Background: an optimization exercise with open tools, aiming at small area, a short achievable clock period and few clock cycles per item. Do not read the settings as production practice. In this exercise RTL edits were held to simulation tests only and were not proved equivalent to the original. Power is estimated from default activity; no workload was simulated.

==> design/flow/design.v <==
package dmem_pkg;
  typedef enum logic [1:0] {IDLE, WAIT, RESP} state_t;
  localparam int WORD_BYTES = 4;
  localparam int WCOUNT_W = 16;
  function automatic logic [29:0] word_index(input logic [31:0] adr);
    word_index = adr[31:2];
  endfunction
endpackage
module dmem_array #(
  parameter int DEPTH = 64
) (
  input  logic        clk,
  input  logic [5:0]  idx,
  input  logic        ld,
  input  logic        st,
  input  logic [31:0] wdata,
  output logic [31:0] rdata
);
  logic [5:0] idx_n;
  logic st_n;
  logic [7:0] lo_n, hi_n;    
  logic [63:0] rsel, wsel;
  for (genvar i = 0; i < 6; i++) begin : g_inv
    dmem_inv u (.a(idx[i]), .y(idx_n[i]));
  end
  dmem_inv u_st (.a(st), .y(st_n));
  for (genvar j = 0; j < 8; j++) begin : g_pre
    dmem_nand3 u_lo (.a(j[0] ? idx[0] : idx_n[0]), .b(j[1] ? idx[1] : idx_n[1]),
                     .c(j[2] ? idx[2] : idx_n[2]), .y(lo_n[j]));
    dmem_nand3 u_hi (.a(j[0] ? idx[3] : idx_n[3]), .b(j[1] ? idx[4] : idx_n[4]),
                     .c(j[2] ? idx[5] : idx_n[5]), .y(hi_n[j]));
  end
  for (genvar i = 0; i < 64; i++) begin : g_sel
    dmem_nor2 u_r (.a(lo_n[i%8]), .b(hi_n[i/8]), .y(rsel[i]));
    dmem_nor3 u_w (.a(lo_n[i%8]), .b(hi_n[i/8]), .c(st_n), .y(wsel[i]));
  end
  logic [31:0] mem [64];
  always_ff @(posedge clk)
    for (int i = 0; i < 64; i++)
      if (wsel[i]) mem[i] <= wdata;
  for (genvar b = 0; b < 32; b++) begin : g_bit
    logic [21:0] p;   
    logic [5:0] n;    
    logic [2:0] m;    
    for (genvar j = 0; j < 21; j++) begin : g_p
      dmem_aoi222 u (.a1(rsel[3*j]), .a2(mem[3*j][b]), .b1(rsel[3*j+1]), .b2(mem[3*j+1][b]),
                     .c1(rsel[3*j+2]), .c2(mem[3*j+2][b]), .y(p[j]));
    end
    dmem_nand2 u_p63 (.a(rsel[63]), .b(mem[63][b]), .y(p[21]));
    for (genvar k = 0; k < 4; k++) begin : g_n4
      dmem_nand4 u (.a(p[4*k]), .b(p[4*k+1]), .c(p[4*k+2]), .d(p[4*k+3]), .y(n[k]));
    end
    for (genvar k = 0; k < 2; k++) begin : g_n3
      dmem_nand3 u (.a(p[16+3*k]), .b(p[17+3*k]), .c(p[18+3*k]), .y(n[4+k]));
    end
    for (genvar l = 0; l < 3; l++) begin : g_m
      dmem_oai21 u (.a1(n[2*l]), .a2(n[2*l+1]), .b1(ld), .y(m[l]));
    end
    dmem_nand3 u_out (.a(m[0]), .b(m[1]), .c(m[2]), .y(rdata[b]));
  end
endmodule
module dmem_inv (input logic a, output logic y);
  assign y = ~a;
endmodule
module dmem_nor2 (input logic a, b, output logic y);
  assign y = ~(a | b);
endmodule
module dmem_nor3 (input logic a, b, c, output logic y);
  assign y = ~(a | b | c);
endmodule
module dmem_nand3 (input logic a, b, c, output logic y);
  assign y = ~(a & b & c);
endmodule
module dmem_aoi222 (input logic a1, a2, b1, b2, c1, c2, output logic y);
  assign y = ~((a1 & a2) | (b1 & b2) | (c1 & c2));
endmodule
module dmem_nand2 (input logic a, b, output logic y);
  assign y = ~(a & b);
endmodule
module dmem_nand4 (input logic a, b, c, d, output logic y);
  assign y = ~(a & b & c & d);
endmodule
module dmem_oai21 (input logic a1, a2, b1, output logic y);
  assign y = ~((a1 | a2) & b1);
endmodule
module dmem_responder #(
  parameter int DEPTH = 64
) (
  input  logic                clk,
  input  logic                reset,
  input  logic                memread,
  input  logic                memwrite,
  input  logic [31:0]         dataadr,
  input  logic [31:0]         writedata,
  output logic [31:0]         readdata,
  output logic                ready,
  output logic                err,
  output logic [dmem_pkg::WCOUNT_W-1:0] wr_count,
  output logic [31:0]         last_wr_adr,
  output logic [31:0]         last_wr_data
);
  localparam int AW = $clog2(DEPTH);
  logic req, bad, ld_ok, st_ok;
  logic [AW-1:0] idx, last_idx;
  always_comb begin
    req = memread | memwrite;
    bad = (memread & memwrite) | (|dataadr[1:0]) |
          (dataadr >= 32'(dmem_pkg::WORD_BYTES * DEPTH));
    ld_ok = reset & memread & ~memwrite & ~bad;
    st_ok = reset & memwrite & ~memread & ~bad;
    idx = dataadr[AW+1:2];
    ready = reset & req;
    err = reset & req & bad;
    last_wr_adr = 32'(last_idx) << 2;
  end
  dmem_array #(.DEPTH(DEPTH)) u_array (
    .clk(clk), .idx(idx), .ld(ld_ok), .st(st_ok), .wdata(writedata), .rdata(readdata)
  );
  always_ff @(posedge clk or negedge reset) begin
    if (!reset) begin
      wr_count <= '0;
      last_idx <= '0;
      last_wr_data <= '0;
    end else if (st_ok) begin
      last_idx <= idx;
      last_wr_data <= writedata;
      wr_count <= (wr_count == '1) ? wr_count : wr_count + 1'b1;
    end
  end
endmodule
==> design/flow/run.sh <==
#!/bin/bash
# synth_recipe.tcl (not shown) runs the flow's synth.tcl, then flattens the netlist and writes it again
# the make line also repeats each setting of config.mk as NAME=value (left out here)
make -C /OpenROAD-flow-scripts/flow DESIGN_CONFIG=/design/flow/config.mk WORK_HOME=/design/flow/orfs CLKGATE_MAP_FILE= SYNTH_SCRIPT=/design/flow/synth_recipe.tcl finish
==> design/flow/config.mk <==
export PLATFORM = sky130hd
export DESIGN_NAME = dmem_responder
export DESIGN_NICKNAME = dmem_responder
export VERILOG_FILES = /design/flow/design.v
export SDC_FILE = /design/flow/constraint.sdc
export NUM_CORES = 4
export LEC_CHECK = 0
export CAP_MARGIN = 20
export CORE_MARGIN = 2
export CORE_UTILIZATION = 40
export SETUP_SLACK_MARGIN = 0.5
export SLEW_MARGIN = 20
export SYNTH_HIERARCHICAL = 1
==> design/flow/constraint.sdc <==
create_clock -name core_clock -period 5.0 [get_ports {clk}]
set_input_delay 1.0000 -clock core_clock [delete_from_list [all_inputs] [get_ports {clk}]]
set_output_delay 1.0000 -clock core_clock [all_outputs]
set_load 0.01 [all_outputs]
==> results of run 1 <==
critical path: stages:
cell and delay (ps):
buf_4 150, inv_4 70, buf_4 140, nand3_4 150, buf_12 180, nor2_4 110, buf_4 160, a222oi_1 420
nand4_1 300, o21ai_1 220, buf_4 180, nand3_1 120, clkdlybuf4s15_1 270
area by class of cell:
class,count,area [sq um],area share [%]
timing repair buffer,1006,9977,10.55
clock inverter,116,925.9,0.9790
tap,2464,3083,3.260
multi-input combinational,1316,12320,13.02
sequential,2102,62850,66.46
clock buffer,260,5376,5.685
antenna,2,5.005,0.005292
inverter,8,41.29,0.04366
placed cells by master, fill, tap and decap left out, types with 51 or more instances in the layout:
cell,n
a222oi_1,672
nand3_1,78
nor2_4,76
o21ai_1,60
nand4_1,137
clkinv_1,62
clkdlybuf4s50_1,60
nor3_4,66
clkbuf_16,208
dfrtp_1,54
buf_4,642
clkbuf_1,51
buf_12,152
edfxtp_1,2048
buf_6,57
layer usage:
metal,global-route usage (%),vias to the layer above,share of wire (%)
met5,0,-,0
met2,37.74,2681,47
li1,-,18350,-
met4,9.493,0,4.0
met1,32.38,23310,39
met3,4.002,311,10
sequential cells by signal, indices dropped and copies added (netlist names):
| register | cells |
|---|---|
| wr_count | 16 |
| last_idx | 6 |
| last_wr_data | 32 |
| u_array.mem | 2048 |
report_power, final:
group	leakage (nW)	internal [mW]	switching, mW
combinational	9.59	0.314	0.749
clock	3.05	8.04	6.54
sequential	19.2	19.3	0.0000000260
through the flow:
step	setup TNS, ps	power [mW]	setup slack [ps]	area [sq um]	util (%)
after floorplan	0	19.88	157.4	73720	-
after global placement	-17980	20.61	-1042	85360	46.62
after detailed placement	-18260	20.63	-1051	85360	46.62
after CTS	0	35.06	481.5	93670	51.17
after global routing	0	35.82	439.7	94570	51.65
final	0	34.96	487.6	94570	51.66
logic make-up after synthesis:
group | Yosys count | share of synthesized area (%)
AO/OA/AOI/OAI | 770 | 9.809
AND/OR/NAND/NOR | 446 | 3.650
flip-flops | 2102 | 85.36
other | 1 | 0.005093
XOR/XNOR | 14 | 0.1665
adder cells (fa/ha/maj) | 1 | 0.01699
buffers and inverters | 39 | 0.3773
multiplexers | 40 | 0.6118
repair_timing:
action	4_1_cts	5_1_grt
buffers inserted	121	53
gates cloned	20	7
pin swaps	87	138
setup endpoints to repair	32	32
resized for setup	328	86
worst min-delay path by stage:
| stage | end | cells after the start |
|---|---|---|
| 2_1_floorplan | wr_count[15]$_DFFE_PN0P_ | 1 |
| 3_3_place_gp | last_wr_data[4]$_DFFE_PN0P_ | 1 |
| 3_5_place_dp | last_wr_data[13]$_DFFE_PN0P_ | 1 |
| 4_1_cts | last_idx[0]$_DFFE_PN0P_ | 2 |
| 5_1_grt | last_idx[2]$_DFFE_PN0P_ | 2 |
| 6_report | last_wr_data[8]$_DFFE_PN0P_ | 2 |
per-module statistics from Yosys (local to each module, per instance), a selection:
module       cell area (sq um)  times used  cells  flip-flops and latches
dmem_oai21               5.005          96      1                       0
dmem_inv                 3.754           7      1                       0
dmem_aoi222              10.01         672      1                       0
dmem_nand4               6.256         128      1                       0
dmem_nor3                10.01          64      1                       0
dmem_nand3               5.005         112      1                       0
==> metrics.sh, run 1 <==
RESULT_OF_THE_RUN='finished clean'
SYNTH-SEQ-AREA-SHARE_PCT=85.36
POST_ROUTE_CELLS_DRIVE_ABOVE_1_SHARE_PCT=29.76
PLACE_INST=6695
CRIT_PATH_START='dataadr[3]'
CRITICAL_PATH.ENDPOINT='readdata[14]'
SYNTH-MAIN-FF-CELL='edfxtp_1'
POSTSYNTHAREAPERCELL_SQ_UM=21.57
DR.FIRST_ITER.DRC_COUNT=8447
CP.REQUIRED_PS=4000
GPL_CONGESTION=0.8484
BOUNDARYPINS=182
ANT_NETS=0
POWER.IR.VDD_WORST_mV=0.3547
CHIPHEIGHT_UM=433.0
REGTOREGSTARTPOINT='wr_count[0]$_DFFE_PN0P_'
HOLD_PATH.CLASS='in -> async'
WL_PER_CELL_UM=31.25
YOSYSWARNINGS=10
NUMCTSBUFFERS=204
CLOCK_SINK_COUNT=2102
PLACEMENTROWS=157
GLOBAL_ROUTE_WIRE_LENGTH_BEFORE_REPAIR_MM=316.2
LAYOUTNONFILLERINSTCOUNT=7274
DR.PASS1.ITERS=9
PLACEMENT.IO_BUFFERS=155
DRC_VIOLATIONS_LEFT=0
WORST_SETUP_PATH_END_KIND='output port'
H-TREE-DEPTH=4
R2R_SETUP_SLACK_PS=3060
GRTUSAGETOTAL_PCT=23.64
FINAL_NETS=4707
FINALHOLDWORSTSLACK_PS=413.2
VIAS_PER_CELL=6.139
SYNTH_ENABLE_FLOP_CELLS=2048
MAX_SLEW.WORST_PIN.SLEW_PS=1072
NETLIST_INSTANCES=3413
SYNTH_TOP_CELLS_BY_COUNT='2,048 x edfxtp_1, 672 x a222oi_1, 137 x nand4_1, 120 x nand3_1, 96 x o21ai_1'
WORST_EP_ARRIVAL_TIME_PS=3510
NETLIST-CELL-TYPE-COUNT=31
STATIC-LEAKAGE-POWER_nW=31.79
TIMING.FINAL.MAX_SLEW_VIOLATIONS=0
HOLDBUFCOUNTCTS=0
CRITICAL_PATH.STARTPOINT_TYPE='input port'
END_OF_THE_WORST_REGISTER_TO_REGISTER_PATH='wr_count[1]$_DFFE_PN0P_'
HOLD_VIOLATION_TOTAL_FROM_THE_FINAL_REPORT=0
NUM-FILL-CELLS=14470
RSZ0062_AT_GRT='yes'
SYNTH_TOP_CELL_BY_AREA='edfxtp_1'
SETUP_VIOL=0
CTS_BUFFER_DEPTH=3
YOSYS.CELL_COUNT.TOP_TYPE='edfxtp_1'
FINAL_PERIOD_UTILIZATION_PCT=90.25
GLOBAL_ROUTE.OVERFLOW_TOTAL=0
WORST_SKEW_PAIR.LATE_LATENCY_PS=850
MAX_FREQ_MHz=221.6
VIA_COUNT=44660
SLEW-LIMIT-HEADROOM_PCT=28.54
DIE-WIDTH_UM=433.0
SYNTH.CELL_AREA_SQ_UM=73630
AREA.GROWTH.SYNTH_TO_FINAL_PCT=28.45
DETAILED_PLACE_HPWL_MM=133.1
PLACEABLECOREAREA_SQ_UM=183100
PIN_COUNT_OF_THE_BIGGEST_NET_ENTERING_GLOBAL_ROUTING=66
YOSYSTOPAREACELLSHARE_PCT=83.53
SYNTH.FF_LATCH_COUNT=2102
ROUTED_WL_MM=227.3
MIN_CLOCK_PERIOD_POST_ROUTE_PS=4512
TIMING.SETUP.CRITICAL_PATH_CLASS='in -> out'
FIRST_GLOBAL_VIAS=43130
DIE-AREA_SQ_UM=187500
CLKTRANSATPATHREGS_PS=60
WORST-R2R-CELL-COUNT=5
START_UTIL_PCT=40.22
ANTENNA_VIOLATIONS_BEFORE_REPAIR=6
CLOCK_TREE_FROM_TRITONCTS='done'
FINCLKSKEW_PS=16.03
ASYNC_SR_FLOP_FRACTION_PCT=2.569
WORSTPATHMAXFANOUT=9
YS_TOP_CELLS_BY_AREA='edfxtp_1 84%, a222oi_1 9.1%, dfrtp_1 1.8%'
CLOCK_TREE.ROOT_CELL='clkbuf_16'
NUMBER_OF_MAXIMUM_CAPACITANCE_CONSTRAINT_VIOLATIONS=0
PWR_PER_CELL_AREA_nW_PER_UM2=369.7
Testbench counts, summed over its fixed seeds: cycles 16,000, accesses 16,000.
==> run 2, diff against run 1 <==
--- a/design/flow/config.mk
+++ b/design/flow/config.mk
@@ -7,7 +7,10 @@
 export LEC_CHECK = 0
 export CAP_MARGIN = 20
 export CORE_MARGIN = 2
-export CORE_UTILIZATION = 40
+export CORE_UTILIZATION = 50
+export CTS_BUF_LIST = sky130_fd_sc_hd__clkbuf_4 sky130_fd_sc_hd__clkbuf_8
+export CTS_CLUSTER_DIAMETER = 60
+export CTS_CLUSTER_SIZE = 16
 export SETUP_SLACK_MARGIN = 0.5
 export SLEW_MARGIN = 20
 export SYNTH_HIERARCHICAL = 1
==> metrics.sh, run 2 <==
RESULT_OF_THE_RUN='finished clean'
DIE-AREA_SQ_UM=150300  # -20%
GLOBAL_ROUTE.OVERFLOW_TOTAL=0  # unchanged
LARGEST_REGISTER_FF_COUNT=2048  # unchanged
SETUP_VIOL=0  # unchanged
DR.PASS1.ITERS=10  # +1
R2R_SETUP_SLACK_PS=3040  # -20 ps
GRT_BUSIEST_LAYER='met2'
WORSTPATHMAXFANOUT=7  # -2
YOSYS.CELL_COUNT.TOP_TYPE='edfxtp_1'
NETLIST-CELL-TYPE-COUNT=31  # unchanged
ANT_NETS=0  # unchanged
FINCLKSKEW_PS=26.45  # +10.42 ps
NUMCTSBUFFERS=160  # -22%
MAX_SLEW.WORST_PIN.SLEW_PS=1064  # -8.384 ps
DR.FIRST_ITER.DRC_COUNT=9913  # +17%
LAYOUT_COMMONEST_CELL='edfxtp_1'
ROUTING_USAGE_ON_MET1_PCT=44.49  # +12 points
HOLDBUFCOUNTCTS=0  # unchanged
SYNTH_TOP_CELL_BY_AREA='edfxtp_1'
CTS_BUFFER_DEPTH=3  # unchanged
SYNTH_TOP_CELLS_BY_COUNT='2,048 x edfxtp_1, 672 x a222oi_1, 137 x nand4_1, 120 x nand3_1, 96 x o21ai_1'
NUM-FILL-CELLS=10030  # -31%
TIMING.CRITICAL_PATH.SLOWEST_CELL_DELAY_PS=450  # +30 ps
POSTSYNTHAREAPERCELL_SQ_UM=21.57  # unchanged
PIN_COUNT_OF_THE_BIGGEST_NET_ENTERING_GLOBAL_ROUTING=66  # unchanged
WORST_SETUP_PATH_END_KIND='output port'
FINAL_PERIOD_UTILIZATION_PCT=93.24  # +3.0 points
HOLD_PATH.CLASS='in -> async'
VIAS_PER_CELL=6.836  # +11%
H-TREE-DEPTH=4  # unchanged
FINAL_NETS=4792  # +1.8%
SYNTH-SEQ-AREA-SHARE_PCT=85.36  # unchanged
DRC_VIOLATIONS_LEFT=0  # unchanged
SYNTH.FF_LATCH_COUNT=2102  # unchanged
CP.REQUIRED_PS=4000  # about the same
VIA_COUNT=45980  # +3.0%
WL_PER_CELL_UM=35.54  # +14%
PLACEMENT.IO_BUFFERS=155  # unchanged
GRTUSAGETOTAL_PCT=31.13  # +7.5 points
STATIC-LEAKAGE-POWER_nW=30.92  # -2.7%
CRIT_SLOWEST_CELL='a222oi_1'
LAYOUTNONFILLERINSTCOUNT=6726  # -7.5%
TIMING.SETUP.CRITICAL_PATH_CLASS='in -> out'
PLACEABLECOREAREA_SQ_UM=145900  # -20%
DETAILED_PLACE_HPWL_MM=132.6  # -0.35%
FINAL_CORE_UTIL_PCT=62.87  # +11 points
PLACEMENTROWS=140  # -11%
YS_TOP_CELLS_BY_AREA='edfxtp_1 84%, a222oi_1 9.1%, dfrtp_1 1.8%'
CLOCK_TREE_FROM_TRITONCTS='done'
NETLIST_INSTANCES=3413  # unchanged
MAX_FREQ_MHz=214.5  # -3.2%
TIMING.FINAL.MAX_SLEW_VIOLATIONS=0  # unchanged
GLOBAL_ROUTE_WIRE_LENGTH_BEFORE_REPAIR_MM=328.9  # +4.0%
DIE-WIDTH_UM=387.7  # -10%
MIN_CLOCK_PERIOD_POST_ROUTE_PS=4662  # +149.6 ps
GRTUSAGEMET3_PCT=6.171  # +2.2 points
REG_TOP3='u_array.mem x2048, last_wr_data x32, wr_count x16'
ROUTED_WL_MM=239.1  # +5.2%
POWER.IR.VDD_WORST_mV=0.2689  # -24%
YOSYSWARNINGS=10  # unchanged
CLOCK_SINK_COUNT=2102  # unchanged
SLEW-LIMIT-HEADROOM_PCT=29.10  # +0.56 points
CHIPHEIGHT_UM=387.7  # -10%
SYNTH_ENABLE_FLOP_CELLS=2048  # unchanged
REGMOSTFLOPS='u_array.mem'
PWR_PER_CELL_AREA_nW_PER_UM2=321.4  # -13%
AREA.GROWTH.SYNTH_TO_FINAL_PCT=24.59
POST_ROUTE_CELLS_DRIVE_ABOVE_1_SHARE_PCT=31.63  # +1.9 points
HOLD_VIOLATION_TOTAL_FROM_THE_FINAL_REPORT=0  # unchanged
CLKTRANSATPATHREGS_PS=100  # +40 ps
CRITICAL_PATH.STARTPOINT_TYPE='input port'
CRITICAL_PATH.CELL_CHAIN='buf_8, buf_4, nand3_4, buf_12, buf_16, nor2_4, buf_4, a222oi_1, nand3_1, o21ai_4, nand3_2, buf_4, clkdlybuf4s15_2'
BOUNDARYPINS=182  # unchanged
RSZ0062_AT_GRT='yes'
START_UTIL_PCT=50.46  # +10 points
SYNTH-MAIN-FF-CELL='edfxtp_1'
GPL_CONGESTION=0.8342  # -1.7%
FIRST_GLOBAL_VIAS=43370  # +0.55%
GROUTE.LAYER.MET2.USAGE_PCT=47.81  # +10 points
SYNTH.CELL_AREA_SQ_UM=73630  # unchanged
CRIT_PATH_FREQUENT_CELL='buf_4'
SETUP_TOTAL_NEGATIVE_SLACK_PS=0  # unchanged
ASYNC_SR_FLOP_FRACTION_PCT=2.569  # unchanged
LAYOUT.CELLS.MOST_COMMON_LIST='2,048 x edfxtp_1, 717 x buf_4, 672 x a222oi_1'
ANTENNA_VIOLATIONS_BEFORE_REPAIR=13  # +7
WORST_SKEW_PAIR.LATE_LATENCY_PS=950  # +100 ps
NUMBER_OF_MAXIMUM_CAPACITANCE_CONSTRAINT_VIOLATIONS=0  # unchanged
YOSYSTOPAREACELLSHARE_PCT=83.53  # unchanged
FINALHOLDWORSTSLACK_PS=235.5  # -177.7 ps
PLACE_INST=6143  # -8.2%
WORST_EP_ARRIVAL_TIME_PS=3660  # +150 ps
CLOCK_TREE.ROOT_CELL='clkbuf_8'
==> run 2: cell families (layout without fill, tap and decap cells) <==
| logic type | after synthesis | in the layout | synth area share [%] |
|---|---|---|---|
| other cells | 1 | 42 | 0.005093 |
| compound gates | 770 | 770 | 9.809 |
| fa+ha+maj | 1 | 1 | 0.01699 |
| simple gates | 446 | 486 | 3.650 |
| flops | 2102 | 2102 | 85.36 |
| buf+inv | 39 | 1354 | 0.3773 |
| mux | 40 | 40 | 0.6118 |
| xor+xnor | 14 | 14 | 0.1665 |
==> run 2: worst paths after layout <==
| check | startpoint | endpoint | depth (start not counted) |
|---|---|---|---|
| max in group asynchronous | reset | wr_count[7]$_DFFE_PN0P_ | 2 |
| worst max register to register | wr_count[0]$_DFFE_PN0P_ | wr_count[1]$_DFFE_PN0P_ | 5 |
| worst max-delay path | dataadr[7] | readdata[8] | 13 |
| worst min register to register | last_wr_data[20]$_DFFE_PN0P_ | last_wr_data[20]$_DFFE_PN0P_ | 1 |
| min in group core_clock | dataadr[3] | last_idx[1]$_DFFE_PN0P_ | 2 |
| worst min-delay path | reset | last_wr_data[3]$_DFFE_PN0P_ | 2 |
==> run 2: report_power, final <==
group          total, mW  internal, mW  switching, mW
clock               9.02          3.56           5.46
combinational       1.16         0.367          0.798
sequential          19.3          19.3   0.0000000224
total               29.5          23.2           6.26
==> run 2: area by class of cell <==
cell class / count / area [sq um] / share of cell area (%)
sequential: 2102 / 62850 / 68.52
multi-input combinational: 1337 / 12530 / 13.66
timing repair buffer: 1114 / 10960 / 11.95
clock buffer: 198 / 2525 / 2.753
tap: 1917 / 2399 / 2.615
clock inverter: 34 / 371.6 / 0.4051
inverter: 8 / 52.55 / 0.05729
antenna: 16 / 40.04 / 0.04365
==> run 2: per-module statistics from Yosys, one instance, submodules excluded, excerpt <==
module / cell area [sq um] / copies in the design / flops+latches
dmem_nand3: 5.005 / 112 / 0
dmem_responder: 2532 / 1 / 54
dmem_nor3: 10.01 / 64 / 0
dmem_aoi222: 10.01 / 672 / 0
dmem_nor2: 3.754 / 64 / 0
dmem_oai21: 5.005 / 96 / 0
dmem_nand4: 6.256 / 128 / 0
dmem_nand2: 3.754 / 32 / 0
dmem_inv: 3.754 / 7 / 0
==> run 2: metal layers <==
metal,part of all wire (%),wire length [um]
met5,0,0
met2,46,109200
met1,38,90260
met4,4.2,10050
met3,12,29520
==> run 2: critical path, delay by kind of cell <==
family	cells	cell delay [ps]
buffers and inverters	7	1140
AO/OA/AOI/OAI	2	840
AND/OR/NAND/NOR	4	660
==> run 2: what timing repair did <==
| action | in CTS | in global routing |
|---|---|---|
| setup endpoints to repair | 32 | 25 |
| pin swaps | 222 | 132 |
| setup buffers | 252 | 32 |
| gates cloned | 49 | 2 |
| resized for setup | 386 | 87 |
==> run 2: through the flow <==
stage          setup WS [ps]  cell area [sq um]  total power, mW
3_3_place_gp           -1079              84290            20.61
6_report               338.0              91730            29.48
5_1_grt                334.3              91700            30.18
4_1_cts                445.4              91070            29.53
3_5_place_dp           -1081              84290            20.63
2_1_floorplan          157.4              73720            19.88
==> run 3, diff against run 2 <==
==> design/flow/flow/run.sh (new file) <==
#!/bin/bash
# The standard synthesis unchanged, then the standard ORFS layout with:
# - port buffers of buf_2 rather than the library's pick (a delay cell),
# - no timing repair before placement (only the buffers ABC inserted are removed),
# - a clock tree of clkbuf_4/clkbuf_8 in clusters of at most 16 sinks, without dummy loads.
# Each tool's output goes to a log here; ORFS's own logs are under orfs/logs.
set -euo pipefail
cd "$(dirname "$0")/.."
bash standard.sh synth > synth.log 2>&1
bash standard.sh \
  REMOVE_ABC_BUFFERS=1 \
  "BUFFER_PORTS_ARGS=-buffer_cell sky130_fd_sc_hd__buf_2" \
  "CTS_ARGS=-sink_clustering_enable -repair_clock_nets -buf_list {sky130_fd_sc_hd__clkbuf_4 sky130_fd_sc_hd__clkbuf_8} -sink_clustering_size 16 -sink_clustering_max_diameter 60 -dont_use_dummy_load" \
  finish > layout.log 2>&1
==> design/flow/standard.sh (new file) <==
#!/bin/bash
# synth_recipe.tcl (not shown) runs the flow's synth.tcl, then flattens the netlist and writes it again
# the make line also repeats each setting of config.mk as NAME=value (left out here)
make -C /OpenROAD-flow-scripts/flow DESIGN_CONFIG=/design/flow/config.mk WORK_HOME=/design/flow/orfs CLKGATE_MAP_FILE= SYNTH_SCRIPT=/design/flow/synth_recipe.tcl "${@:-finish}"
--- a/design/flow/config.mk
+++ b/design/flow/config.mk
@@ -8,9 +8,6 @@
 export CAP_MARGIN = 20
 export CORE_MARGIN = 2
 export CORE_UTILIZATION = 50
-export CTS_BUF_LIST = sky130_fd_sc_hd__clkbuf_4 sky130_fd_sc_hd__clkbuf_8
-export CTS_CLUSTER_DIAMETER = 60
-export CTS_CLUSTER_SIZE = 16
 export SETUP_SLACK_MARGIN = 0.5
 export SLEW_MARGIN = 20
 export SYNTH_HIERARCHICAL = 1
removed: design/flow/run.sh
==> metrics.sh, run 3 <==
YS_TOP_CELLS_BY_AREA='edfxtp_1 84%, a222oi_1 9.1%, dfrtp_1 1.8%'
MAX_SLEW.WORST_PIN.SLEW_PS=1029  # -34.62 ps
CRIT_PATH_FREQUENT_CELL='buf_12'
RSZ0062_AT_GRT='yes'
WORSTPATHMAXFANOUT=8  # +1
DR.FIRST_ITER.DRC_COUNT=9862  # -0.51%
SETUP_TOTAL_NEGATIVE_SLACK_PS=0  # unchanged
SYNTH.CELL_AREA_SQ_UM=73630  # unchanged
FINALHOLDWORSTSLACK_PS=249.0  # +13.54 ps
CRIT_SLOWEST_CELL='a222oi_1'
FINCLKSKEW_PS=18.64  # -7.804 ps
FINAL_PERIOD_UTILIZATION_PCT=92.55  # -0.69 points
LAYOUT.CELLS.MOST_COMMON_LIST='2,048 x edfxtp_1, 672 x a222oi_1, 396 x buf_4'
REG_TOP3='u_array.mem x2048, last_wr_data x32, wr_count x16'
TIMING.SETUP.CRITICAL_PATH_CLASS='in -> out'
DR.PASS1.ITERS=9  # -1
SYNTH.FF_LATCH_COUNT=2102  # unchanged
AREA.GROWTH.SYNTH_TO_FINAL_PCT=17.87
CLOCK_SINK_COUNT=2102  # unchanged
GLOBAL_ROUTE_WIRE_LENGTH_BEFORE_REPAIR_MM=320.0  # -2.7%
ANTENNA_VIOLATIONS_BEFORE_REPAIR=6  # -7
BOUNDARYPINS=182  # unchanged
PIN_COUNT_OF_THE_BIGGEST_NET_ENTERING_GLOBAL_ROUTING=66  # unchanged
TOTAL_POWER_mW=28.33  # -3.9%
VIA_COUNT=44240  # -3.8%
SYNTH-SEQ-AREA-SHARE_PCT=85.36  # unchanged
NETLIST-CELL-TYPE-COUNT=31  # unchanged
DIE-AREA_SQ_UM=150300  # unchanged
SYNTH-MAIN-FF-CELL='edfxtp_1'
REGTOREGSTARTPOINT='wr_count[0]$_DFFE_PN0P_'
PLACEMENTROWS=140  # unchanged
DIE-WIDTH_UM=387.7  # unchanged
PLACEMENT.IO_BUFFERS=155  # unchanged
ANT_NETS=0  # unchanged
HOLD_PATH.CLASS='in -> async'
ROUTED_WL_MM=240.1  # +0.42%
END_OF_THE_WORST_REGISTER_TO_REGISTER_PATH='wr_count[1]$_DFFE_PN0P_'
WL_PER_CELL_UM=38.50  # +8.3%
MAX_FREQ_MHz=216.1  # +0.75%
CHIPHEIGHT_UM=387.7  # unchanged
CLOCK_TREE_FROM_TRITONCTS='done'
YOSYS.CELL_COUNT.TOP_TYPE='edfxtp_1'
POSTSYNTHAREAPERCELL_SQ_UM=21.57  # unchanged
DETAILED_PLACE_HPWL_MM=120.0  # -9.6%
NETLIST_INSTANCES=3413  # unchanged
CRITICAL_PATH.N_BUFFERS_INVERTERS=7  # unchanged
CP.REQUIRED_PS=4000  # about the same
SETUP_VIOL=0  # unchanged
CLOCK_TREE.ROOT_CELL='clkbuf_8'
CRITICAL_PATH.ENDPOINT='readdata[14]'
CRIT_PATH_START='dataadr[4]'
WORST_EP_ARRIVAL_TIME_PS=3630  # -30 ps
SYNTH_ENABLE_FLOP_CELLS=2048  # unchanged
WORST_SKEW_PAIR.LATE_LATENCY_PS=920  # -30 ps
CRITICAL_PATH.STARTPOINT_TYPE='input port'
DRC_VIOLATIONS_LEFT=0  # unchanged
FIRST_GLOBAL_VIAS=40730  # -6.1%
ASYNC_SR_FLOP_FRACTION_PCT=2.569  # unchanged
PLACEABLECOREAREA_SQ_UM=145900  # unchanged
VIAS_PER_CELL=7.095  # +3.8%
SYNTH_TOP_CELL_BY_AREA='edfxtp_1'
NUM-FILL-CELLS=10600  # +5.7%
CP_TOP_FAMILY='buffers and inverters'
SYNTH_TOP_CELLS_BY_COUNT='2,048 x edfxtp_1, 672 x a222oi_1, 137 x nand4_1, 120 x nand3_1, 96 x o21ai_1'
NUMCTSBUFFERS=158  # -1.3%
YOSYSWARNINGS=10  # unchanged
STATIC-LEAKAGE-POWER_nW=28.28  # -8.5%
LARGEST_REGISTER_FF_COUNT=2048  # unchanged
H-TREE-DEPTH=4  # unchanged
PWR_PER_CELL_AREA_nW_PER_UM2=326.5  # +1.6%
POWER.IR.VDD_WORST_mV=0.2213  # -18%
MIN_CLOCK_PERIOD_POST_ROUTE_PS=4627  # -34.62 ps
TIMING.FINAL.MAX_SLEW_VIOLATIONS=0  # unchanged
LAYOUT_COMMONEST_CELL='edfxtp_1'
REGMOSTFLOPS='u_array.mem'
GRTUSAGETOTAL_PCT=30.60  # -0.53 points
TIMING.CRITICAL_PATH.SLOWEST_CELL_DELAY_PS=420  # -30 ps
CP_NUM_CELLS=13  # unchanged
GLOBAL_ROUTE.OVERFLOW_TOTAL=0  # unchanged
HOLD_VIOLATION_TOTAL_FROM_THE_FINAL_REPORT=0  # unchanged
CTS_BUFFER_DEPTH=3  # unchanged
YOSYSTOPAREACELLSHARE_PCT=83.53  # unchanged
WORST_SETUP_PATH_END_KIND='output port'
CLKTRANSATPATHREGS_PS=90  # about the same
CRITICAL_PATH.CELL_CHAIN='buf_12, clkinvlp_4, nand3_4, buf_12, clkbuf_16, nor2_4, buf_12, a222oi_1, nand4_1, o21ai_2, nand3_4, buf_6, buf_2'
GPL_CONGESTION=0.8009  # -4.0%
R2R_SETUP_SLACK_PS=2990  # -50 ps
START_UTIL_PCT=50.46  # unchanged
POST_ROUTE_CELLS_DRIVE_ABOVE_1_SHARE_PCT=26.54  # -5.1 points
RESULT_OF_THE_RUN='finished clean'
FINAL_NETS=4386  # -8.5%
NUMBER_OF_MAXIMUM_CAPACITANCE_CONSTRAINT_VIOLATIONS=0  # unchanged
SLEW-LIMIT-HEADROOM_PCT=31.41  # +2.3 points
WORST-R2R-CELL-COUNT=5  # unchanged
-- run 3: Yosys stat by module (local to each module, per instance), excerpt --
| module | times used | cell area, sq um | cells |
|---|---|---|---|
| dmem_nand3 | 112 | 5.005 | 1 |
| dmem_aoi222 | 672 | 10.01 | 1 |
| dmem_nand4 | 128 | 6.256 | 1 |
| dmem_responder | 1 | 2532 | 190 |
| dmem_nor2 | 64 | 3.754 | 1 |
| dmem_nor3 | 64 | 10.01 | 1 |
| dmem_inv | 7 | 3.754 | 1 |
| dmem_nand2 | 32 | 3.754 | 1 |
-- run 3: final cells by class --
type	count	area (sq um)	share of cell area, %
Sequential cell	2102	62850	72.42
Timing Repair Buffer	687	6441	7.422
Inverter	8	46.29	0.05334
Antenna cell	3	7.507	0.008650
Multi-Input combinational cell	1360	12870	14.83
Clock buffer	158	2175	2.506
Tap cell	1917	2399	2.764
-- run 3: per-layer routing --
layer | vias to the layer above | GRT usage [%] | wire, um
li1 | 17500 | - | -
met3 | 438 | 6.838 | 31880
met2 | 3358 | 46.50 | 109100
met4 | 0 | 11.38 | 10280
met5 | - | 0 | 0
met1 | 22950 | 43.69 | 88800
-- run 3: what timing repair did --
item                                    CTS  global route
endpoints found under the hold margin     0             0
endpoints found under the setup margin   32            31
gates cloned                             62            21
setup buffers                           157            87
gates resized for setup                 155           111
pin swaps                               154           201
hold buffers                              0             0
-- run 3: power by group --
| group | switching (mW) | internal [mW] |
|---|---|---|
| Clock | 5.14 | 2.83 |
| Sequential | 0.0000000168 | 19.3 |
| Combinational | 0.790 | 0.278 |
| Total | 5.93 | 22.4 |
-- run 3: kinds of logic (layout without fill, tap and decap cells) --
logic type | after synthesis | count (layout) | share of synthesized area, %
flip-flops | 2102 | 2102 | 85.36
AO/OA/AOI/OAI | 770 | 770 | 9.809
AND/OR/NAND/NOR | 446 | 509 | 3.650
multiplexers | 40 | 40 | 0.6118
buffers and inverters | 39 | 853 | 0.3773
XOR/XNOR | 14 | 14 | 0.1665
adder cells (fa/ha/maj) | 1 | 1 | 0.01699
other | 1 | 29 | 0.005093
-- run 3: worst min path at each step --
stage,start,end,slack [ps],depth (start not counted)
after floorplan,wr_count[15]$_DFFE_PN0P_,wr_count[15]$_DFFE_PN0P_,530,1
after global placement,last_wr_data[10]$_DFFE_PN0P_,last_wr_data[10]$_DFFE_PN0P_,460,1
after detailed placement,last_wr_data[14]$_DFFE_PN0P_,last_wr_data[14]$_DFFE_PN0P_,470,1
after CTS,reset,last_wr_data[10]$_DFFE_PN0P_,200,2
after global routing,reset,last_wr_data[10]$_DFFE_PN0P_,260,2
final,reset,last_wr_data[10]$_DFFE_PN0P_,250,2
-- run 3: per-stage QoR --
stage	area, sq um	setup slack (ps)	std cells	utilization [%]
6_report	86790	372.6	6235	59.48
3_5_place_dp	79900	-153.5	5747	54.75
5_1_grt	86780	413.4	6233	59.47
2_1_floorplan	73470	157.4	3407	-
3_3_place_gp	79900	-92.17	5747	54.75
4_1_cts	84970	431.4	6124	58.24
==> run 4, diff against run 3 <==
==> design/flow/flow/run.sh (replaced) <==
#!/bin/bash
# The standard synthesis unchanged, then the standard ORFS layout with:
# - the 64 flip-flops of each data bit pre-placed in one block of a 16 x 2 grid
#   before global placement (flow/preplace.tcl), so that each bit's read tree
#   stays compact; detailed placement then legalizes them (flow/unfix.tcl),
# - port buffers of buf_2 rather than the library's pick (a delay cell),
# - no timing repair before placement (only the buffers ABC inserted are removed),
# - a clock tree of clkbuf_4/clkbuf_8 in clusters of at most 16 sinks, without dummy loads.
# Each tool's output goes to a log here; ORFS's own logs are under orfs/logs.
set -euo pipefail
cd "$(dirname "$0")/.."
F=$(pwd)/flow
bash standard.sh synth > synth.log 2>&1
bash standard.sh \
  REMOVE_ABC_BUFFERS=1 \
  "BUFFER_PORTS_ARGS=-buffer_cell sky130_fd_sc_hd__buf_2" \
  "CTS_ARGS=-sink_clustering_enable -repair_clock_nets -buf_list {sky130_fd_sc_hd__clkbuf_4 sky130_fd_sc_hd__clkbuf_8} -sink_clustering_size 16 -sink_clustering_max_diameter 60 -dont_use_dummy_load" \
  PRE_GLOBAL_PLACE_SKIP_IO_TCL=$F/preplace.tcl \
  PRE_DETAIL_PLACE_TCL=$F/unfix.tcl \
  finish > layout.log 2>&1
==> design/flow/flow/preplace.tcl (new file) <==
# Pre-place the word array: the 64 flip-flops of each data bit go in one block, blocks on an NX x NY grid
# (two rows of blocks, so that every block touches the top or bottom edge).
set blk [ord::get_db_block]
set core [$blk getCoreArea]
set cx0 [$core xMin]; set cy0 [$core yMin]; set cx1 [$core xMax]; set cy1 [$core yMax]
set NX 16; set NY 2; set FC 2
set site 460; set rowh 2720
set bw [expr {($cx1 - $cx0) / $NX}]
set bh [expr {($cy1 - $cy0) / $NY}]
# row orientation by row index
set rows [$blk getRows]
set rowori [dict create]
foreach r $rows { dict set rowori [lindex [$r getOrigin] 1] [$r getOrient] }
set n 0
foreach inst [$blk getInsts] {
  if {![regexp {mem\\?\[(\d+)\\?\]\\?\[(\d+)\\?\]} [$inst getName] -> w b]} continue
  set fw [[$inst getMaster] getWidth]
  set bx [expr {$b % $NX}]; set by [expr {$b / $NX}]
  set c [expr {$w % $FC}]; set r [expr {$w / $FC}]
  set x [expr {$cx0 + $bx * $bw + 2*$site + $c * ($fw + 2*$site)}]
  set x [expr {$cx0 + (($x - $cx0) / $site) * $site}]
  set ry [expr {(($by * $bh) / $rowh) + 1 + 2 * $r}]
  set y [expr {$cy0 + $ry * $rowh}]
  $inst setOrient [dict get $rowori $y]
  $inst setLocation $x $y
  $inst setPlacementStatus FIRM
  incr n
}
puts "preplaced $n flops, block $bw x $bh"
==> design/flow/flow/unfix.tcl (new file) <==
# Let detailed placement legalize the pre-placed flip-flops.
set n 0
foreach inst [[ord::get_db_block] getInsts] {
  if {[$inst getPlacementStatus] == "FIRM"} { $inst setPlacementStatus PLACED; incr n }
}
puts "unfixed $n instances"
--- a/design/flow/config.mk
+++ b/design/flow/config.mk
@@ -7,7 +7,7 @@
 export LEC_CHECK = 0
 export CAP_MARGIN = 20
 export CORE_MARGIN = 2
-export CORE_UTILIZATION = 50
-export SETUP_SLACK_MARGIN = 0.5
+export CORE_UTILIZATION = 55
+export SETUP_SLACK_MARGIN = 1.2
 export SLEW_MARGIN = 20
 export SYNTH_HIERARCHICAL = 1
==> metrics.sh, run 4 <==
RESULT_OF_THE_RUN='finished clean'
FINCLKSKEW_PS=44.17  # +25.53 ps
MAX_FREQ_MHz=246.6  # +14%
NUM-FILL-CELLS=9065  # -14%
SEQUENTIALPOWERSHARE_PCT=68.8  # +0.7 points
REG_TOP3='u_array.mem x2048, last_wr_data x32, wr_count x16'
DIE-AREA_SQ_UM=136800  # -9.0%
CP.REQUIRED_PS=4000  # about the same
NETLIST-CELL-TYPE-COUNT=31  # unchanged
GLOBAL_ROUTE_WIRE_LENGTH_BEFORE_REPAIR_MM=304.7  # -4.8%
FIN_WS_PS=945.5  # +572.9 ps
WL_PER_CELL_UM=38.33  # -0.45%
LARGEST_REGISTER_FF_COUNT=2048  # unchanged
SYNTH_TOP_CELL_BY_AREA='edfxtp_1'
HOLD_PATH.CLASS='in -> async'
WORST_SKEW_PAIR.LATE_LATENCY_PS=930  # about the same
PIN_COUNT_OF_THE_BIGGEST_NET_ENTERING_GLOBAL_ROUTING=66  # unchanged
DETAILED_PLACE_HPWL_MM=146.5  # +22%
SYNTH-SEQ-AREA-SHARE_PCT=85.36  # unchanged
DR.FIRST_ITER.DRC_COUNT=12880  # +31%
POSTSYNTHAREAPERCELL_SQ_UM=21.57  # unchanged
SW_FRAC_OF_TOTAL_PCT=20.39  # -0.54 points
YOSYS.CELL_COUNT.TOP_TYPE='edfxtp_1'
VIA_COUNT=43420  # -1.9%
NUMCTSBUFFERS=158  # unchanged
CLOCK_TREE_FROM_TRITONCTS='done'
FINAL_PERIOD_UTILIZATION_PCT=81.09  # -11 points
WORST_EP_ARRIVAL_TIME_PS=3050  # -580 ps
HOLD_VIOLATION_TOTAL_FROM_THE_FINAL_REPORT=0  # unchanged
CLOCK_TREE.ROOT_CELL='clkbuf_8'
CLKTRANSATPATHREGS_PS=90  # about the same
ANT_NETS=0  # unchanged
PWR_PER_CELL_AREA_nW_PER_UM2=330.6  # +1.3%
PLACE_WORST_SETUP_SLACK_PS=364.7  # +518.2 ps
FINAL_CORE_UTIL_PCT=63.75  # +4.3 points
CRITICAL_PATH.STARTPOINT_TYPE='input port'
GLOBAL_ROUTE.OVERFLOW_TOTAL=0  # unchanged
YOSYSWARNINGS=10  # unchanged
PLACEABLECOREAREA_SQ_UM=133100  # -8.8%
LAYOUT.CELLS.MOST_COMMON_LIST='2,048 x edfxtp_1, 672 x a222oi_1, 227 x buf_4'
TIMING.FINAL.MAX_SLEW_VIOLATIONS=0  # unchanged
REGMOSTFLOPS='u_array.mem'
START_UTIL_PCT=55.31  # +4.8 points
PLACEMENT.IO_BUFFERS=155  # unchanged
SETUP_TOTAL_NEGATIVE_SLACK_PS=0  # unchanged
YOSYSTOPAREACELLSHARE_PCT=83.53  # unchanged
FIRST_GLOBAL_VIAS=37710  # -7.4%
SLEW-LIMIT-HEADROOM_PCT=28.47  # -2.9 points
NETLIST_INSTANCES=3413  # unchanged
LAYOUT_COMMONEST_CELL='edfxtp_1'
CTS_BUFFER_DEPTH=3  # unchanged
WORSTPATHMAXFANOUT=16  # +8
DR.PASS1.ITERS=10  # +1
PLACEMENTROWS=134  # -4.3%
GPL_CONGESTION=0.8871  # +11%
CLOCK_SINK_COUNT=2102  # unchanged
ROUTED_WL_MM=225.6  # -6.0%
CHIPHEIGHT_UM=369.9  # -4.6%
AREA.GROWTH.SYNTH_TO_FINAL_PCT=15.27
DRC_VIOLATIONS_LEFT=0  # unchanged
STATIC-LEAKAGE-POWER_nW=27.45  # -2.9%
DPL_CELL_AREA_SQ_UM=79430  # -0.58%
ASYNC_SR_FLOP_FRACTION_PCT=2.569  # unchanged
AREA.SEQUENTIAL_SQ_UM=62850  # unchanged
YS_TOP_CELLS_BY_AREA='edfxtp_1 84%, a222oi_1 9.1%, dfrtp_1 1.8%'
MIN_CLOCK_PERIOD_POST_ROUTE_PS=4055  # -572.9 ps
NETSWITCHINGPOWER_mW=5.721  # -3.5%
TIMING.SETUP.CRITICAL_PATH_CLASS='in -> out'
H-TREE-DEPTH=4  # unchanged
POWER.IR.VDD_WORST_mV=0.2552  # +15%
SYNTH.CELL_AREA_SQ_UM=73630  # unchanged
ANTENNA_VIOLATIONS_BEFORE_REPAIR=4  # -2
COMBINATIONALPOWERSHARE_PCT=2.7  # -1.1 points
MULTI_INPUT_COMB_AREA_SQ_UM=12060  # -6.3%
NUMBER_OF_MAXIMUM_CAPACITANCE_CONSTRAINT_VIOLATIONS=0  # unchanged
FINAL_NETS=4179  # -4.7%
SETUP_VIOL=0  # unchanged
POST-ROUTE-CELL-AREA_SQ_UM=84870  # -2.2%
GRTUSAGETOTAL_PCT=32.48  # +1.9 points
DIE-WIDTH_UM=369.9  # -4.6%
POST_ROUTE_CELLS_DRIVE_ABOVE_1_SHARE_PCT=22.98  # -3.6 points
WORST_SETUP_PATH_END_KIND='output port'
SYNTH-MAIN-FF-CELL='edfxtp_1'
CELL_INTERNAL_PWR_mW=22.34  # -0.27%
SYNTH_TOP_CELLS_BY_COUNT='2,048 x edfxtp_1, 672 x a222oi_1, 137 x nand4_1, 120 x nand3_1, 96 x o21ai_1'
CLOCK_POWER_SHARE_PCT=28.5  # +0.4 points
VIAS_PER_CELL=7.377  # +4.0%
SYNTH.FF_LATCH_COUNT=2102  # unchanged
HOLDBUFCOUNTCTS=0  # unchanged
RSZ0062_AT_GRT='yes'
MAX_SLEW.WORST_PIN.SLEW_PS=1073  # +44.06 ps
SYNTH_ENABLE_FLOP_CELLS=2048  # unchanged
BOUNDARYPINS=182  # unchanged
-- run 4: cell counts after synthesis --
Identical to the previous run, type by type.
-- run 4: worst max-delay path, cell delays in order --
cell,delay (ps)
buf_12,90
clkinvlp_4,190
nand3_4,140
buf_12,140
buf_8,110
buf_12,100
nor2_4,80
buf_6,200
a222oi_1,360
nand3_1,140
o21ai_2,200
nand3_1,120
buf_2,160
-- run 4: repair_timing --
| action | in CTS | in global routing |
|---|---|---|
| setup buffers | 120 | 8 |
| endpoints found under the setup margin | 32 | 32 |
| gates resized for setup | 317 | 28 |
| cloned | 14 | 2 |
| pin swaps | 364 | 172 |
-- run 4: path summary, 6_finish.rpt --
check	end	slack (ps)	from	cells after the start
worst min-delay path	last_wr_data[14]$_DFFE_PN0P_	290	reset	2
max in group asynchronous	last_wr_data[3]$_DFFE_PN0P_	3990	reset	2
worst min register to register	last_wr_data[16]$_DFFE_PN0P_	490	last_wr_data[16]$_DFFE_PN0P_	1
min in group core_clock	last_idx[0]$_DFFE_PN0P_	340	dataadr[2]	2
worst max register to register	wr_count[9]$_DFFE_PN0P_	2900	wr_count[0]$_DFFE_PN0P_	6
worst max-delay path	readdata[30]	950	dataadr[2]	13
-- run 4: layout make-up --
type                    instances  share of cell area, %
diodes                          9                0.02654
clock buffers                 158                  2.562
well taps                    1768                  2.607
flip-flops and latches       2102                  74.06
inverters                       8                0.05750
repair buffers                541                  6.480
multi-input cells            1299                  14.21
-- run 4: power groups by stage --
| stage | clock network (mW) | logic, mW | registers, mW |
|---|---|---|---|
| global placement | 0 | 0.600 | 19.7 |
| floorplan | 0 | 0.173 | 19.7 |
| CTS | 8.14 | 0.730 | 19.3 |
| detailed placement | 0 | 0.624 | 19.7 |
| finish | 8.00 | 0.764 | 19.3 |
| global route | 8.70 | 0.803 | 19.3 |
-- run 4: logic make-up (layout without fill, tap and decap cells) --
group                    after synthesis  in the layout  synth area share (%)
AO/OA/AOI/OAI                        770            770                 9.809
adder cells (fa/ha/maj)                1              1               0.01699
multiplexers                          40             40                0.6118
AND/OR/NAND/NOR                      446            448                 3.650
flip-flops                          2102           2102                 85.36
other                                  1             35              0.005093
buffers and inverters                 39            707                0.3773
XOR/XNOR                              14             14                0.1665
-- run 4: stage by stage --
stage,total power [mW],std cells,hold WS [ps]
finish,28.06,5885,289.2
global route,28.81,5882,314.0
CTS,28.16,5865,248.1
detailed placement,20.32,5573,469.2
global placement,20.30,5572,464.8
floorplan,19.87,3407,525.7
-- run 4: metal layers --
| layer | GRT usage, % | wire length, um | vias up |
|---|---|---|---|
| met5 | 0 | 0 | - |
| met4 | 9.991 | 7308 | 0 |
| met3 | 8.829 | 39970 | 343 |
| met2 | 36.99 | 80620 | 4264 |
| met1 | 58.13 | 97670 | 21770 |
| li1 | - | - | 17040 |
-- run 4: per-module statistics from Yosys (local to each module, per instance), excerpt --
| module | cells inside | cell area (sq um) | flip-flops and latches | times used |
|---|---|---|---|---|
| dmem_inv | 1 | 3.754 | 0 | 7 |
| dmem_nor3 | 1 | 10.01 | 0 | 64 |
| dmem_nand3 | 1 | 5.005 | 0 | 112 |
| dmem_responder | 190 | 2532 | 54 | 1 |
| dmem_nand2 | 1 | 3.754 | 0 | 32 |
| dmem_nand4 | 1 | 6.256 | 0 | 128 |
| dmem_nor2 | 1 | 3.754 | 0 | 64 |
| dmem_aoi222 | 1 | 10.01 | 0 | 672 |
| dmem_oai21 | 1 | 5.005 | 0 | 96 |
==> run 5, diff against run 4 <==
--- a/design/flow/config.mk
+++ b/design/flow/config.mk
@@ -8,6 +8,7 @@
 export CAP_MARGIN = 20
 export CORE_MARGIN = 2
 export CORE_UTILIZATION = 55
+export GPL_ROUTABILITY_DRIVEN = 0
 export SETUP_SLACK_MARGIN = 1.2
 export SLEW_MARGIN = 20
 export SYNTH_HIERARCHICAL = 1
==> metrics.sh, run 5 <==
CLOCK_SINK_COUNT=2102  # unchanged
PIN_COUNT_OF_THE_BIGGEST_NET_ENTERING_GLOBAL_ROUTING=66  # unchanged
DR.FIRST_ITER.DRC_COUNT=13900  # +7.9%
VIA_COUNT=43850  # +1.0%
HOLD_VIOLATION_TOTAL_FROM_THE_FINAL_REPORT=0  # unchanged
CRIT_SLOWEST_CELL='a222oi_1'
SYNTH_TOP_CELLS_BY_COUNT='2,048 x edfxtp_1, 672 x a222oi_1, 137 x nand4_1, 120 x nand3_1, 96 x o21ai_1'
NUMBER_OF_MAXIMUM_CAPACITANCE_CONSTRAINT_VIOLATIONS=0  # unchanged
MAX_SLEW.WORST_PIN.SLEW_PS=1113  # +39.97 ps
SYNTH_XOR_XNOR_AREA_SHARE_PCT=0.1665  # unchanged
SYNTH_TOP_CELL_BY_AREA='edfxtp_1'
FINAL_NETS=4182  # +0.072%
DETAILED_PLACE_HPWL_MM=145.6  # -0.59%
WORSTPATHMAXFANOUT=16  # unchanged
POST_ROUTE_CELLS_DRIVE_ABOVE_1_SHARE_PCT=22.99  # about the same
VIAS_PER_CELL=7.454  # +1.0%
CRITICAL_PATH.CELL_CHAIN='buf_12, clkinvlp_4, buf_4, nand3_4, buf_12, nor2_4, buf_4, a222oi_1, nand3_1, o21ai_2, nand3_2, buf_6'
POST_SYNTH_MUX_AREA_SHARE_PCT=0.6118  # unchanged
CRITICAL_PATH.STARTPOINT_TYPE='input port'
SYNTH_COMPOUND_GATE_AREA_SHARE_PCT=9.809  # unchanged
GLOBAL_ROUTE_WIRE_LENGTH_BEFORE_REPAIR_MM=307.8  # +1.0%
GRTUSAGETOTAL_PCT=32.74  # +0.26 points
LAYOUT.CELLS.MOST_COMMON_LIST='2,048 x edfxtp_1, 672 x a222oi_1, 256 x buf_4'
WORST_SKEW_PAIR.LATE_LATENCY_PS=890  # -40 ps
STATIC-LEAKAGE-POWER_nW=27.37  # -0.29%
SYNTH-ADDER-AREA-SHARE_PCT=0.01699  # unchanged
TIMING.CRITICAL_PATH.SLOWEST_CELL_DELAY_PS=430  # +70 ps
PLACE_INST=5547  # -0.47%
SYNTH-MAIN-FF-CELL='edfxtp_1'
POST-ROUTE-CELL-AREA_SQ_UM=84730  # -0.16%
YS_TOP_CELLS_BY_AREA='edfxtp_1 84%, a222oi_1 9.1%, dfrtp_1 1.8%'
MULTI_INPUT_COMB_AREA_SQ_UM=12110  # +0.44%
CTS_BUFFER_DEPTH=3  # unchanged
NUMCTSBUFFERS=157  # -0.63%
SYNTH_ENABLE_FLOP_CELLS=2048  # unchanged
CLKTRANSATPATHREGS_PS=100  # about the same
TIMING.FINAL.MAX_SLEW_VIOLATIONS=0  # unchanged
NETLIST_INSTANCES=3413  # unchanged
POSTSYNTHAREAPERCELL_SQ_UM=21.57  # unchanged
YOSYSWARNINGS=10  # unchanged
CLOCK_TREE_FROM_TRITONCTS='done'
DIE-AREA_SQ_UM=136800  # unchanged
DR.PASS1.ITERS=13  # +3
FINALHOLDWORSTSLACK_PS=374.4  # +85.20 ps
BOUNDARYPINS=182  # unchanged
SYNTH.FF_LATCH_COUNT=2102  # unchanged
LAYOUT_COMMONEST_CELL='edfxtp_1'
YOSYS.CELL_COUNT.TOP_TYPE='edfxtp_1'
SYNTH-SEQ-AREA-SHARE_PCT=85.36  # unchanged
RSZ0062_AT_GRT='yes'
TOTAL_POWER_mW=28.02  # -0.15%
PLACEMENTROWS=134  # unchanged
MAX_FREQ_MHz=237.4  # -3.8%
HOLD_PATH.CLASS='in -> async'
NETLIST-CELL-TYPE-COUNT=31  # unchanged
ROUTED_WL_MM=227.2  # +0.71%
LAYOUTNONFILLERINSTCOUNT=5883  # -0.034%
WORST_SETUP_PATH_END_KIND='output port'
WORST_EP_ARRIVAL_TIME_PS=3210  # +160 ps
LARGEST_REGISTER_FF_COUNT=2048  # unchanged
CHIPHEIGHT_UM=369.9  # unchanged
SYNTH_TOP_FAMILY_BY_AREA='compound AO/OA/AOI/OAI gates'
DRC_VIOLATIONS_LEFT=0  # unchanged
MIN_CLOCK_PERIOD_POST_ROUTE_PS=4213  # +158.3 ps
FIRST_GLOBAL_VIAS=38230  # +1.4%
SLEW-LIMIT-HEADROOM_PCT=25.80  # -2.7 points
WL_PER_CELL_UM=38.61  # +0.74%
ANT_NETS=0  # unchanged
PWR_PER_CELL_AREA_nW_PER_UM2=330.7  # about the same
START_UTIL_PCT=55.31  # unchanged
POWER.IR.VDD_WORST_mV=0.2125  # -17%
NUM-FILL-CELLS=8889  # -1.9%
TIMING.SETUP.CRITICAL_PATH_CLASS='in -> out'
PLACE_WORST_SETUP_SLACK_PS=347.9  # -16.82 ps
SETUP_VIOL=0  # unchanged
PLACEMENT.IO_BUFFERS=155  # unchanged
DIE-WIDTH_UM=369.9  # unchanged
DPL_CELL_AREA_SQ_UM=79220  # -0.26%
ASYNC_SR_FLOP_FRACTION_PCT=2.569  # unchanged
REGMOSTFLOPS='u_array.mem'
FIN_WS_PS=787.1  # -158.3 ps
FINAL_PERIOD_UTILIZATION_PCT=84.26  # +3.2 points
SIMPLE_GATE_AREA_SHARE_OF_THE_YOSYS_NETLIST_PCT=3.650  # unchanged
SETUP_TOTAL_NEGATIVE_SLACK_PS=0  # unchanged
AREA.SEQUENTIAL_SQ_UM=62850  # unchanged
PLACEABLECOREAREA_SQ_UM=133100  # unchanged
H-TREE-DEPTH=4  # unchanged
GLOBAL_ROUTE.OVERFLOW_TOTAL=0  # unchanged
FINAL_CORE_UTIL_PCT=63.65  # -0.10 points
CP.REQUIRED_PS=4000  # about the same
CLOCK_TREE.ROOT_CELL='clkbuf_8'
FINCLKSKEW_PS=11.09  # -33.08 ps
AREA.GROWTH.SYNTH_TO_FINAL_PCT=15.08
YOSYSTOPAREACELLSHARE_PCT=83.53  # unchanged
ANTENNA_VIOLATIONS_BEFORE_REPAIR=2  # -2
REG_TOP3='u_array.mem x2048, last_wr_data x32, wr_count x16'
SYNTH.CELL_AREA_SQ_UM=73630  # unchanged
WORST-R2R-CELL-COUNT=6  # unchanged
RESULT_OF_THE_RUN='finished clean'
run 5: cell counts after synthesis:
Identical to the previous run, type by type.
run 5: critical path: cells and delay by family:
family                 cells  cell delay, ps
buffers and inverters      6             950
AO/OA/AOI/OAI              2             700
AND/OR/NAND/NOR            4             540
run 5: kinds of logic (layout without fill, tap and decap cells):
kind of cell             after synthesis  after routing
flip-flops                          2102           2102
AO/OA/AOI/OAI                        770            770
AND/OR/NAND/NOR                      446            448
multiplexers                          40             40
buffers and inverters                 39            710
XOR/XNOR                              14             14
adder cells (fa/ha/maj)                1              1
other                                  1             30
run 5: Yosys stat by module, one instance, submodules excluded, a selection:
module / times used / cells
dmem_aoi222: 672 / 1
dmem_nor2: 64 / 1
dmem_nand4: 128 / 1
dmem_inv: 7 / 1
dmem_nor3: 64 / 1
dmem_oai21: 96 / 1
dmem_nand2: 32 / 1
dmem_responder: 1 / 190
dmem_nand3: 112 / 1
run 5: routing by layer:
metal | share of wire (%) | GRT usage (%)
met2 | 34 | 35.75
met5 | 0.0048 | 0
met4 | 5.2 | 14.51
met1 | 43 | 58.69
met3 | 18 | 8.100
run 5: area by class of cell:
class	instances	area share (%)
Clock buffer	157	2.550
Multi-Input combinational cell	1299	14.30
Tap cell	1768	2.611
Inverter	8	0.05316
Antenna cell	4	0.01181
Sequential cell	2102	74.18
Timing Repair Buffer	545	6.300
run 5: worst paths after layout:
check	start	endpoint	slack, ps
hold reg to reg	last_wr_data[7]$_DFFE_PN0P_	last_wr_data[7]$_DFFE_PN0P_	490
min in group core_clock	dataadr[5]	last_idx[3]$_DFFE_PN0P_	390
max in group asynchronous	reset	last_wr_data[2]$_DFFE_PN0P_	3930
setup / recovery	dataadr[2]	readdata[2]	790
setup reg to reg	wr_count[0]$_DFFE_PN0P_	wr_count[3]$_DFFE_PN0P_	3000
hold / removal	reset	wr_count[2]$_DFFE_PN0P_	370
run 5: what timing repair did:
| item | 4_1_cts | 5_1_grt |
|---|---|---|
| hold buffers | 0 | 0 |
| setup buffers | 150 | 9 |
| gates resized for setup | 242 | 71 |
| pin swaps | 236 | 190 |
| gates cloned | 12 | 4 |
| setup endpoints to repair | 32 | 32 |
run 5: power by group:
group	switching [mW]	leakage [nW]	total (mW)	internal [mW]
Combinational	0.547	7.08	0.755	0.207
Sequential	0.0000000241	19.2	19.3	19.3
Clock	5.15	1.13	7.97	2.82

what the ideal ports hide:
The results above use ideal ports. As a check the final layouts listed here were re-extracted and re-timed, cells and wires unchanged.
Step 1 sets driving cells, clkbuf_16 on the clock port and buf_2 on the other inputs (assumed; they add their load-dependent delay and slew).
Step 2 moves the port delays by t, midway between the first and last clock arrival at a register: inputs arrive t later, outputs are due t later. That takes back most of the time a late clock gives input paths.
a / b / c = ideal / step 1 / step 2; a / b = the first two.
run	shift t [ns]	setup WS [ns]	hold WS [ns]
run 1	0.921	0.488 / 0.427 / 0.260	0.413 / 0.352 / 0.489
run 2	1.014	0.338 / 0.284 / 0.284	0.235 / 0.213 / 0.496
run 3	0.988	0.373 / 0.312 / 0.312	0.249 / 0.191 / 0.484
run 4	0.985	0.945 / 0.879 / 0.824	0.289 / 0.239 / 0.492
run 5	0.952	0.787 / 0.680 / 0.354	0.374 / 0.329 / 0.487
After both steps setup and hold are still met in every run listed. The setup slack of run 5, which loses most, moves by -0.107 ns with the drivers and by -0.433 ns with both steps.
